This design comes from an exercise in tuning for a short achievable clock period on the open sky130 flow, not from production work. No functional check of the RTL was part of this run. No activity file was given, so power comes from the tool's default toggle rates.

## design/flow/design.v

```verilog
package bp_pkg;
	typedef logic [63:0] addr_t;                 
	typedef logic [1:0]  pht_ctr_t;              
	localparam logic [1:0] PHT_STRONG_NT = 2'd0;
	localparam logic [1:0] PHT_WEAK_NT   = 2'd1;
	localparam logic [1:0] PHT_WEAK_T    = 2'd2;   
	localparam logic [1:0] PHT_STRONG_T  = 2'd3;
	localparam logic [63:0] INST_BYTES = 64'd4;  
endpackage
package alpha_isa_pkg;
	localparam logic [5:0] OPC_BSR  = 6'h34;     
	localparam logic [5:0] OPC_JUMP = 6'h1a;     
	localparam logic [1:0] JGRP_JSR       = 2'b01;
	localparam logic [1:0] JGRP_RET       = 2'b10;
	localparam logic [1:0] JGRP_COROUTINE = 2'b11;   
endpackage
module branch_target_buffer #(
	parameter int BTB_IDX_W = 5
) (
	input  logic          clock,
	input  logic          reset,
	input  logic [63:0]   fetch_npc,
	input  logic          res_valid,
	input  logic          res_cond,
	input  logic          res_uncond,
	input  logic [63:0]   res_npc,
	input  logic [63:0]   res_target,
	output logic          btb_hit,
	output logic [63:0]   btb_target
);
	localparam int BTB_ENTRIES = 1 << BTB_IDX_W;
	localparam int TAG_LSB     = BTB_IDX_W + 2;    
	logic [63:TAG_LSB]      tag_mem    [BTB_ENTRIES];
	logic [63:0]            target_mem [BTB_ENTRIES];
	logic [BTB_ENTRIES-1:0] valid_bits;
	logic [63:0]          fetch_pc;
	logic [63:0]          res_pc;
	logic [BTB_IDX_W-1:0] fetch_idx;
	logic [BTB_IDX_W-1:0] res_idx;
	logic [63:TAG_LSB]    fetch_tag;
	logic [63:TAG_LSB]    res_tag;
	logic                 train;
	assign fetch_pc  = fetch_npc - bp_pkg::INST_BYTES;
	assign fetch_idx = fetch_pc[TAG_LSB-1:2];
	assign fetch_tag = fetch_pc[63:TAG_LSB];
	assign res_pc  = res_npc - bp_pkg::INST_BYTES;
	assign res_idx = res_pc[TAG_LSB-1:2];
	assign res_tag = res_pc[63:TAG_LSB];
	assign train   = res_valid && (res_cond || res_uncond);
	assign btb_hit    = valid_bits[fetch_idx] && (tag_mem[fetch_idx] == fetch_tag);
	assign btb_target = target_mem[fetch_idx];
	always_ff @(posedge clock) begin
		if (train) begin
			tag_mem[res_idx]    <= res_tag;             
			target_mem[res_idx] <= res_target;
		end
	end
	always_ff @(posedge clock) begin
		if (reset) begin
			valid_bits <= '0;                           
		end else if (train) begin
			valid_bits[res_idx] <= 1'b1;
		end
	end
endmodule
module local_history_predictor #(
	parameter int BHT_IDX_W = 5,
	parameter int HIST_W    = 4
) (
	input  logic          clock,
	input  logic          reset,
	input  logic [63:0]   fetch_npc,
	input  logic          res_valid,
	input  logic          res_cond,
	input  logic          res_taken,
	input  logic [63:0]   res_npc,
	output logic          hist_taken
);
	localparam int BHT_ENTRIES = 1 << BHT_IDX_W;
	localparam int PHT_ENTRIES = 1 << HIST_W;       
	logic [HIST_W-1:0] bht_mem [BHT_ENTRIES];
	logic [1:0]        pht_mem [PHT_ENTRIES];
	logic [63:0]          fetch_pc;
	logic [63:0]          res_pc;
	logic [BHT_IDX_W-1:0] fetch_idx;
	logic [BHT_IDX_W-1:0] res_idx;
	logic [HIST_W-1:0]    fetch_hist;
	logic [HIST_W-1:0]    res_hist;                 
	logic [HIST_W:0]      res_hist_wide;            
	logic [1:0]           res_ctr;
	logic [1:0]           res_ctr_next;
	logic                 train;
	assign fetch_pc   = fetch_npc - bp_pkg::INST_BYTES;
	assign fetch_idx  = fetch_pc[BHT_IDX_W+1:2];
	assign fetch_hist = bht_mem[fetch_idx];
	assign hist_taken = pht_mem[fetch_hist][1];     
	assign res_pc        = res_npc - bp_pkg::INST_BYTES;
	assign res_idx       = res_pc[BHT_IDX_W+1:2];
	assign res_hist      = bht_mem[res_idx];
	assign res_hist_wide = {res_hist, res_taken};   
	assign res_ctr       = pht_mem[res_hist];
	assign train         = res_valid && res_cond;
	always_comb begin
		res_ctr_next = res_ctr;
		if (res_taken && res_ctr != bp_pkg::PHT_STRONG_T) begin
			res_ctr_next = res_ctr + 2'd1;
		end else if (!res_taken && res_ctr != bp_pkg::PHT_STRONG_NT) begin
			res_ctr_next = res_ctr - 2'd1;
		end
	end
	always_ff @(posedge clock) begin
		if (reset) begin
			for (int i = 0; i < BHT_ENTRIES; i++) begin
				bht_mem[i] <= '0;
			end
			for (int i = 0; i < PHT_ENTRIES; i++) begin
				if (i != 0 && ((i & (i + 1)) == 0)) begin
					pht_mem[i] <= bp_pkg::PHT_WEAK_T;
				end else begin
					pht_mem[i] <= bp_pkg::PHT_WEAK_NT;
				end
			end
		end else if (train) begin
			bht_mem[res_idx]  <= res_hist_wide[HIST_W-1:0];
			pht_mem[res_hist] <= res_ctr_next;
		end
	end
endmodule
module return_address_stack #(
	parameter int RAS_DEPTH = 8
) (
	input  logic          clock,
	input  logic          reset,
	input  logic          mispredict,
	input  logic          push,
	input  logic [63:0]   push_addr,
	input  logic          pop,
	output logic [63:0]   top_addr,
	output logic          nonempty
);
	localparam int PTR_W = (RAS_DEPTH > 1) ? $clog2(RAS_DEPTH) : 1;
	localparam int CNT_W = $clog2(RAS_DEPTH + 1);       
	logic [63:0] stack_mem [RAS_DEPTH];
	logic [PTR_W-1:0] wr_ptr;                           
	logic [PTR_W-1:0] ptr_inc;
	logic [PTR_W-1:0] ptr_dec;                          
	logic [CNT_W-1:0] count;
	logic             is_full;
	assign ptr_inc = (wr_ptr == PTR_W'(RAS_DEPTH - 1)) ? '0 : wr_ptr + 1'b1;
	assign ptr_dec = (wr_ptr == '0) ? PTR_W'(RAS_DEPTH - 1) : wr_ptr - 1'b1;
	assign is_full = (count == CNT_W'(RAS_DEPTH));
	assign top_addr = stack_mem[ptr_dec];
	assign nonempty = (count != '0);
	always_ff @(posedge clock) begin
		if (push && !mispredict) begin
			stack_mem[wr_ptr] <= push_addr;             
		end
	end
	always_ff @(posedge clock) begin
		if (reset) begin
			wr_ptr <= '0;
			count  <= '0;
		end else if (mispredict) begin
			wr_ptr <= '0;                               
			count  <= '0;
		end else if (push) begin
			wr_ptr <= ptr_inc;
			if (!is_full) begin
				count <= count + 1'b1;                  
			end
		end else if (pop && nonempty) begin
			wr_ptr <= ptr_dec;
			count  <= count - 1'b1;
		end
	end
endmodule
module predict_select (
	input  logic          fetch_valid,
	input  logic [63:0]   fetch_npc,
	input  logic [31:0]   fetch_ir,
	input  logic          btb_hit,
	input  logic [63:0]   btb_target,
	input  logic          hist_taken,
	output logic          ras_push,
	output logic [63:0]   ras_push_addr,
	output logic          ras_pop,
	input  logic [63:0]   ras_top_addr,
	input  logic          ras_nonempty,
	output logic [63:0]   pred_target,
	output logic          pred_taken
);
	logic [5:0] opcode;
	logic [1:0] jgrp;
	logic       is_call;
	logic       is_ret;
	logic       use_ras;
	assign opcode = fetch_ir[31:26];
	assign jgrp   = fetch_ir[15:14];
	always_comb begin
		is_call = (opcode == alpha_isa_pkg::OPC_BSR);   
		is_ret  = 1'b0;
		if (opcode == alpha_isa_pkg::OPC_JUMP) begin
			case (jgrp)
				alpha_isa_pkg::JGRP_JSR:       is_call = 1'b1;
				alpha_isa_pkg::JGRP_RET:       is_ret  = 1'b1;
				alpha_isa_pkg::JGRP_COROUTINE: is_call = 1'b0;   
				default:                       is_call = 1'b0;   
			endcase
		end
	end
	assign use_ras = fetch_valid && is_ret && ras_nonempty;
	assign ras_push      = fetch_valid && is_call;
	assign ras_push_addr = fetch_npc;                   
	assign ras_pop       = use_ras;
	always_comb begin
		if (use_ras) begin
			pred_target = ras_top_addr;
			pred_taken  = 1'b1;
		end else if (fetch_valid && btb_hit) begin
			pred_target = btb_target;
			pred_taken  = is_call || hist_taken;        
		end else begin
			pred_target = '0;
			pred_taken  = 1'b0;
		end
	end
endmodule
module branch_predictor #(
	parameter int BTB_IDX_W = 5,
	parameter int BHT_IDX_W = 5,
	parameter int HIST_W    = 4,
	parameter int RAS_DEPTH = 8
) (
	input  logic          clock,
	input  logic          reset,
	input  logic          fetch_valid,
	input  logic [63:0]   fetch_npc,
	input  logic [31:0]   fetch_ir,
	input  logic          res_valid,
	input  logic          res_cond,
	input  logic          res_uncond,
	input  logic          res_taken,
	input  logic [63:0]   res_npc,
	input  logic [63:0]   res_target,
	input  logic          mispredict,
	output logic [63:0]   pred_target,
	output logic          pred_taken
);
	logic        btb_hit;
	logic [63:0] btb_target;
	logic        hist_taken;
	logic        ras_push;                              
	logic [63:0] ras_push_addr;                         
	logic        ras_pop;                               
	logic [63:0] ras_top_addr;                          
	logic        ras_nonempty;                          
	branch_target_buffer #(.BTB_IDX_W(BTB_IDX_W)) btb_i (
		.clock, .reset, .fetch_npc, .res_valid, .res_cond, .res_uncond, .res_npc,
		.res_target, .btb_hit, .btb_target
	);
	local_history_predictor #(.BHT_IDX_W(BHT_IDX_W), .HIST_W(HIST_W)) lhp_i (
		.clock, .reset, .fetch_npc, .res_valid, .res_cond, .res_taken, .res_npc, .hist_taken
	);
	return_address_stack #(.RAS_DEPTH(RAS_DEPTH)) ras_i (
		.clock, .reset, .mispredict, .push(ras_push), .push_addr(ras_push_addr),
		.pop(ras_pop), .top_addr(ras_top_addr), .nonempty(ras_nonempty)
	);
	predict_select select_i (
		.fetch_valid, .fetch_npc, .fetch_ir, .btb_hit, .btb_target, .hist_taken,
		.ras_push, .ras_push_addr, .ras_pop, .ras_top_addr, .ras_nonempty,
		.pred_target, .pred_taken
	);
endmodule
```

## design/flow/run.sh

```bash
#!/bin/bash
# synth_recipe.tcl (not shown) runs the flow's synth.tcl, then flattens the netlist and writes it again
# the make line also repeats each setting of config.mk as NAME=value (left out here)
make -C /OpenROAD-flow-scripts/flow DESIGN_CONFIG=/design/flow/config.mk WORK_HOME=/design/flow/orfs CLKGATE_MAP_FILE= SYNTH_SCRIPT=/design/flow/synth_recipe.tcl finish
```

## design/flow/config.mk

```make
export PLATFORM = sky130hd
export DESIGN_NAME = branch_predictor
export DESIGN_NICKNAME = branch_predictor
export VERILOG_FILES = /design/flow/design.v
export SDC_FILE = /design/flow/constraint.sdc
export NUM_CORES = 4
export LEC_CHECK = 0
export CAP_MARGIN = 20
export CORE_MARGIN = 2
export CORE_UTILIZATION = 30
export SETUP_SLACK_MARGIN = 2.0
export SLEW_MARGIN = 20
```

## design/flow/constraint.sdc

```tcl
create_clock -name core_clock -period 7.5 [get_ports {clock}]
set_input_delay 1.5000 -clock core_clock [delete_from_list [all_inputs] [get_ports {clock}]]
set_output_delay 1.5000 -clock core_clock [all_outputs]
set_load 0.01 [all_outputs]
```

==> run notes <==
logic make-up after synthesis:
family / count (synthesis) / synth area share [%]
mux: 1462 / 17.2
buf+inv: 490 / 1.21
flops: 4583 / 75.8
simple gates: 1453 / 3.63
fa+ha+maj: 20 / 0.142
xor+xnor: 153 / 0.759
compound gates: 312 / 1.28
placed cells by master (no fill, tap or decap), drive strengths merged, types with 78 or more instances in the layout:
| cell | count |
|---|---|
| a21oi | 84 |
| buf | 1026 |
| clkbuf | 536 |
| clkdlybuf4s50 | 151 |
| clkinv | 205 |
| edfxtp | 4544 |
| mux2i | 144 |
| mux4 | 1316 |
| nand2 | 550 |
| nand3 | 164 |
| nor2 | 408 |
| xnor2 | 78 |
| xor2 | 80 |
layout make-up:
class,instances,share of cell area [%]
Clock inverter,272,1.23
Tap cell,8036,4.58
Sequential cell,4583,62.6
Clock buffer,522,5.13
Inverter,16,0.0302
Antenna cell,19,0.0217
Timing Repair Buffer,1227,6.40
Multi-Input combinational cell,3407,20.0
registers in the layout, summed over array words and instances, names as in the netlist:
register and flops:
lhp_i.bht_mem 128, btb_i.tag_mem 1824, ras_i.wr_ptr 3, btb_i.valid_bits 32
ras_i.count 4, lhp_i.pht_mem 32, btb_i.target_mem 2048, ras_i.stack_mem 512
worst max-delay path, stage by stage:
cell and delay (ns):
buf_8 0.08, buf_12 0.12, inv_4 0.04, ha_4 0.17, and3b_1 0.19, nor3_1 0.19
buf_4 0.16, o32a_1 0.26, buf_12 0.19, buf_4 0.16, o22ai_1 0.06, o21ai_1 0.17
nand3_1 0.16, buf_6 0.18, xnor2_1 0.13, or4_4 0.54, nor4_4 0.34, buf_12 0.19
buf_8 0.11, buf_16 0.16, buf_8 0.13, a41o_1 0.23, buf_6 0.14, buf_6 0.10
path summary, 6_finish.rpt:
check                                          start                    to  slack, ns  cells past startpoint
worst min register to register  btb_i.valid_bits[13]  btb_i.valid_bits[13]       0.47                      2
worst max register to register  lhp_i.bht_mem[12][1]   lhp_i.pht_mem[2][0]       3.46                     15
worst min-delay path            btb_i.valid_bits[13]  btb_i.valid_bits[13]       0.47                      2
worst max-delay path                    fetch_npc[3]        pred_target[2]       0.23                     24
cell usage after synthesis, drive strengths merged (59+ instances only):
master,n
edfxtp,4544
mux4,1316
nand2,550
nor2,408
clkbuf,244
buf,230
nand3,164
mux2i,144
a21oi,84
xnor2,78
xor2,73
a41o,65
nor3,64
nand2b,59
power groups by stage:
stage | Sequential (mW) | Clock, mW | Combinational [mW]
global route | 28.6 | 23.0 | 5.09
floorplan | 29.1 | 0 | 2.39
global placement | 29.1 | 0 | 4.38
CTS | 28.6 | 22.1 | 4.67
detailed placement | 29.1 | 0 | 4.45
finish | 28.6 | 21.8 | 4.88
through the flow:
step	power [mW]	instances	setup TNS, ns
4_1_cts	55.3	18000	0
2_1_floorplan	31.5	8473	0
3_5_place_dp	33.6	17000	-44.42
6_report	55.2	18100	0
5_1_grt	56.7	18100	0
3_3_place_gp	33.4	17000	-51.82
metal layers:
metal / vias up / global-route usage, % / share of wire, %
met5: - / 0 / 0.041
met1: 51900 / 23.0 / 38
met4: 38 / 6.82 / 4.3
met3: 1025 / 3.48 / 9.4
met2: 5243 / 29.4 / 48
li1: 37800 / - / -
timing repair:
action	in CTS	in global routing
cloned	19	21
hold buffers	0	0
endpoints found under the setup margin	353	488
setup buffers	111	85
gates resized for setup	574	136
pin swaps	93	65
==> run notes <==
Max FO, Critical Path=6; register area=137000 sq um; fin crit period=7.27 ns; DR vias/cell=5.31; DRC viols=0; outcome=no timing/DRC/antenna violations; Total Routing Usage GR=17.7%; hold slack=0.472 ns; Min-Delay Path Class=reg -> reg; synthesis warning total=4; CTS clk-pin slew, worst paths=0.06 ns; Req. time, crit path=6.00 ns; clk buf depth=4; Cell variety after synth=82; total of max-cap violations=0; Power per Cell Area=252 nW/um^2; sequential area share after synthesis=75.8%; CTS Buf Count=430; Post-synth EDFFs=4544; placed cell areas=201000 sq um; sw power=12.5 mW; die area=610000 sq um; first-pass GRT wire length=766000 um; Mapped Area=181000 sq um; Clk pwr share=39.5%; Gate power share=8.8%; VDD IR max=0.000198 V; Total Wirelength=562000 um; CP Class=in -> out; worst-margin pin slew=1.09 ns; std cell rows=285; Avg WL per Cell=31.1 um; share of the clock period used by the worst path=97.0%; Slew Viols, Final=0; worst-skew pair later-pin latency=1.03 ns; Die Y=781 um; Final ANT Viol Nets=0; Sw Share=22.7%; Synth Net Count=8725; Post-synth ARST share=0%; average cell area after synthesis=21.4 sq um; Worst Clk Skew=0.0628 ns; P_leak=69.3 nW; ratio of cells with drive above 1 in the final layout=32.6%; area grow syn2layout=21.2%; Initial DRC Count=12200; die width=781 um; IO Pins=297; clock root buffer=clkbuf_16; worst rel slew slack=27.4%; Initial Util=30.1%; area of the multi-input gates=44000 sq um; final layout net count=9917; final hold violation count=0; vias in the first global route=96400; largest cells by area after synthesis=edfxtp_1, mux4_2, nand2_1; Yosys reg bits=4583; top cell type's share of synthesized area=75.4%; total grt overflow=0; Fmax achieved=137 MHz; CTS tree=built; CP Data Arrival Time=5.77 ns; top_reg_cell synth=edfxtp_1; PnR worst setup slack=0.225 ns; final setup vio count=0; post-synth top area cell=edfxtp_1; crit end category=output port; core area=602000 sq um; P_int=42.7 mW; clock sinks=4583; First-pass DRT Iterations=6; largest net degree at the start of global routing=125; Design Area, Final=219000 sq um; gpl congestion=0.879; Final Core Density=36.4%; initial antenna violation count=78; crit start category=input pin; RSZ-0062 raised after global routing=yes; H-tree depth=5; Gate Count Post-Synth=8473; Post-Place Setup Slack=-0.888 ns; fillers=54600; HPWL Detailed=330000 um; vias after detailed routing=96100; port bufs=270; Seq pwr share=51.7%

[port drivers added, routing unchanged]
In the flow no input, the clock included, has a driving cell. The finished layout below was timed again as built, in two steps. Step 1, drivers: a clkbuf_16 drives clock and a buf_2 each remaining input, both assumed. Step 2 times the ports against the registers' clock, not the clock port: input delays grow and output delays shrink by t, the midpoint of the rising clock arrivals with the driver on. Slacks: no drivers / after step 1 / after step 2; pairs: no drivers / after step 1.
shift t [ns]: 1.108
slack for setup (ns): 0.225 / 0.121 / 0.121
worst hold slack (ns): 0.472 / 0.472 / 0.472
worst setup path at the end: input to output
latest minus earliest clock arrival (ns): 0.106 / 0.106
After both steps setup and hold are still met in this run. The setup slack of this run moves by -0.104 ns with the drivers and by -0.104 ns with both steps.
